From an optimization exercise on the open Yosys and OpenROAD flow, aimed at small area, a short achievable clock period and few clock cycles per item; shortcuts taken in it are not production practice.
At most, simulation tests tie the RTL to the original design; equivalence was not proved.
No activity file was given, so power comes from the tool's default toggle rates.

run 5:
## lru_ordered_history_set
module lru_ordered_history_set #(
    parameter int ENTRIES        = 16,
    parameter int FOOTPRINT_BITS = 64
) (
    input  logic                                 clk,
    input  logic                                 rst_n,
    input  logic                                 in_valid,
    output logic                                 in_stall,
    input  logic [1:0]                           cmd,
    input  logic [lohs_pkg::KEY_W-1:0]           offset_key,
    input  logic [lohs_pkg::KEY_W-1:0]           address_key,
    input  logic [lohs_pkg::FP_PORT_W-1:0]       entry_footprint,
    output logic                                 out_valid,
    input  logic                                 out_stall,
    output logic                                 hit,
    output logic [lohs_pkg::SLOT_PORT_W-1:0]     slot,
    output logic [lohs_pkg::FP_PORT_W-1:0]       found_footprint,
    output logic [lohs_pkg::FILL_PORT_W-1:0]     fill_count
);
    localparam int SLOT_W  = (ENTRIES > 1) ? $clog2(ENTRIES) : 1;
    localparam int COUNT_W = $clog2(ENTRIES + 1);
    logic [ENTRIES-1:0]                      cell_wr;
    logic [ENTRIES-1:0]                      cell_eq_o;
    logic [ENTRIES-1:0]                      cell_eq_a;
    logic [ENTRIES-1:0][FOOTPRINT_BITS-1:0]  cell_fp;
    logic [lohs_pkg::KEY_W-1:0]              wr_okey;
    logic [lohs_pkg::KEY_W-1:0]              wr_akey;
    logic [FOOTPRINT_BITS-1:0]               wr_fp;
    lohs_ctrl #(
        .ENTRIES        (ENTRIES),
        .FOOTPRINT_BITS (FOOTPRINT_BITS),
        .SLOT_W         (SLOT_W),
        .COUNT_W        (COUNT_W)
    ) u_ctrl (
        .clk              (clk),
  ...
Size in the first run: about 8500 cells after synthesis, roughly 270 I/O pins, ~140000 µm² of cells after synthesis.
==> flow/config.mk <==
export PLATFORM = sky130hd
export DESIGN_NAME = lru_ordered_history_set
export DESIGN_NICKNAME = lru_ordered_history_set
export VERILOG_FILES = /design/flow/design.v
export SDC_FILE = /design/flow/constraint.sdc
export NUM_CORES = 8
export LEC_CHECK = 0
export CAP_MARGIN = 20
export CORE_MARGIN = 2
export CORE_UTILIZATION = 55
export CTS_BUF_LIST = sky130_fd_sc_hd__clkbuf_16
export CTS_CLUSTER_DIAMETER = 80
export CTS_CLUSTER_SIZE = 25
export SETUP_SLACK_MARGIN = 5
export SLEW_MARGIN = 20
==> flow/constraint.sdc <==
create_clock -name core_clock -period 9.0 [get_ports {clk}]
set_input_delay 1.8000 -clock core_clock [delete_from_list [all_inputs] [get_ports {clk}]]
set_output_delay 1.8000 -clock core_clock [all_outputs]
set_load 0.01 [all_outputs]
standard.sh (not shown) runs the stock make flow with config.mk's settings and CLKGATE_MAP_FILE= SYNTH_SCRIPT=/design/flow/synth_recipe.tcl, a recipe that flattens the netlist after the stock synthesis.
==> flow/flow/run.sh <==
#!/bin/bash
set -euo pipefail
MARGIN=$(cat flow/margin.txt)
bash standard.sh SETUP_SLACK_MARGIN=$MARGIN "BUFFER_PORTS_ARGS=-buffer_cell sky130_fd_sc_hd__buf_4" finish > make_finish.log 2>&1
==> flow/flow/margin.txt <==
5.7
## Diff of input files: run 2 against run 5
-- flow/design.v --
<<< run 5, line 92
    logic [ENTRIES-1:0]            c_sel;
    logic                          c_hit;
    logic [SLOT_W-1:0]             c_slot;
    logic [COUNT_W-1:0]            c_fill;
    logic                          o_valid;
>>> run 2, line 92
    logic [ENTRIES-1:0]            c_sel;
    logic                          c_hit;
    logic [SLOT_W-1:0]             c_slot;      
    logic [COUNT_W-1:0]            c_fill;
    logic                          o_valid;
<<< run 5, line 119
    logic [ENTRIES-1:0]            sel_touch;
    logic [ENTRIES-1:0]            sel;
    logic [SLOT_W-1:0]             sel_num;
    logic [FOOTPRINT_BITS-1:0]     res_fp;
    logic [RES_W-1:0]              res;
>>> run 2, line 119
    logic [ENTRIES-1:0]            sel_touch;
    logic [ENTRIES-1:0]            sel;
    logic [SLOT_W-1:0]             res_slot;
    logic [FOOTPRINT_BITS-1:0]     res_fp;
    logic [RES_W-1:0]              res;
<<< run 5, line 217
        else
            sel = sel_look;
        sel_num = '0;
        for (int s = 0; s < ENTRIES; s++)
        begin
            if (sel[s])
                sel_num = sel_num | SLOT_W'(s);
        end
        promote = (b_valid && b_touch) ? sel_touch : '0;
        for (int s = 0; s < ENTRIES; s++)
>>> run 2, line 217
        else
            sel = sel_look;
        promote = (b_valid && b_touch) ? sel_touch : '0;
        for (int s = 0; s < ENTRIES; s++)
<<< run 5, line 276
            c_sel  <= sel;
            c_hit  <= !b_insert && (|match);
            c_slot <= b_insert ? victim_num : sel_num;
            c_fill <= count_next;
        end
>>> run 2, line 270
            c_sel  <= sel;
            c_hit  <= !b_insert && (|match);
            c_slot <= b_insert ? victim_num : '0;
            c_fill <= count_next;
        end
<<< run 5, line 282
    always_comb
    begin
        res_fp = '0;
        for (int s = 0; s < ENTRIES; s++)
        begin
            res_fp = res_fp | (cell_footprint[s] & {FOOTPRINT_BITS{c_sel[s]}});
        end
    end
    assign res = {c_hit, c_slot, res_fp, c_fill};
    always_ff @(posedge clk)
    begin
>>> run 2, line 276
    always_comb
    begin
        res_slot = c_slot;
        res_fp   = '0;
        for (int s = 0; s < ENTRIES; s++)
        begin
            if (c_sel[s])
                res_slot = res_slot | SLOT_W'(s);
            res_fp = res_fp | (cell_footprint[s] & {FOOTPRINT_BITS{c_sel[s]}});
        end
    end
    assign res = {c_hit, res_slot, res_fp, c_fill};
    always_ff @(posedge clk)
    begin
Run 2 vs. run 5: total of cells resized after clock tree synthesis has decreased, die area has decreased, global-route wire length before repair has increased. Run 2 and run 5 ended up with roughly the same area added between synthesis and finish. The post-synthesis cell type count number comes out higher for run 2 vs run 5. Sort run 5 and run 2 by total number of vias desc -> top: run 2. Of run 5 and run 2, run 2 shows the lower achievable clock frequency, with run 5 above it. Diff run 5 and run 2: arrival time at the worst endpoint lower in run 5. Compared with run 5, run 2 shows a fraction of the cycle the final worst path needs that is 0.71 points higher. On global-route met3 utilization, the lower figure sits with run 5, not run 2. The final area was comparable across run 5 and run 2. Looking at run 5 and run 2, the proportion of final cell area spent on non-clock buffers is a wash. Relative to run 5, combinational cell fraction of total power has increased by 0.4 points in run 2.
Testbench counts of run 2, summed over its fixed seeds: cycles 32,024, items 32,000.
Only the layout flow was run in run 5; the RTL was not checked for function there.

[separate check: timing with driven ports]
The results above use ideal ports. As a check the final layouts listed here were re-extracted and re-timed, cells and wires unchanged. Step 1 (the two cells are an assumption about what drives the block):
set clk [get_ports {clk}]
set_driving_cell -lib_cell sky130_fd_sc_hd__clkbuf_16 $clk
set_driving_cell -lib_cell sky130_fd_sc_hd__buf_2 [delete_from_list [all_inputs] $clk]
Step 2, shift: input delay + t, output delay - t, t = (earliest + latest rising clock arrival at the registers) / 2. This alone moves slack from input paths to output paths. Three values: ideal, step 1, step 2; two values: the first two.
run | t (ns) | setup slack, ns | hold WS [ns] | worst setup path after step 2 | cell pins on the clock port's net
run 5 | 0.974 | 5.565 / 5.467 / 4.666 | 0.459 / 0.459 / 0.459 | input to register | 1
run 2 | 1.002 | 5.501 / 5.398 / 4.630 | 0.463 / 0.463 / 0.463 | input to register | 1
After both steps setup and hold are still met in every run listed. The setup slack of run 5, which loses most, moves by -0.098 ns with the drivers and by -0.899 ns with both steps.
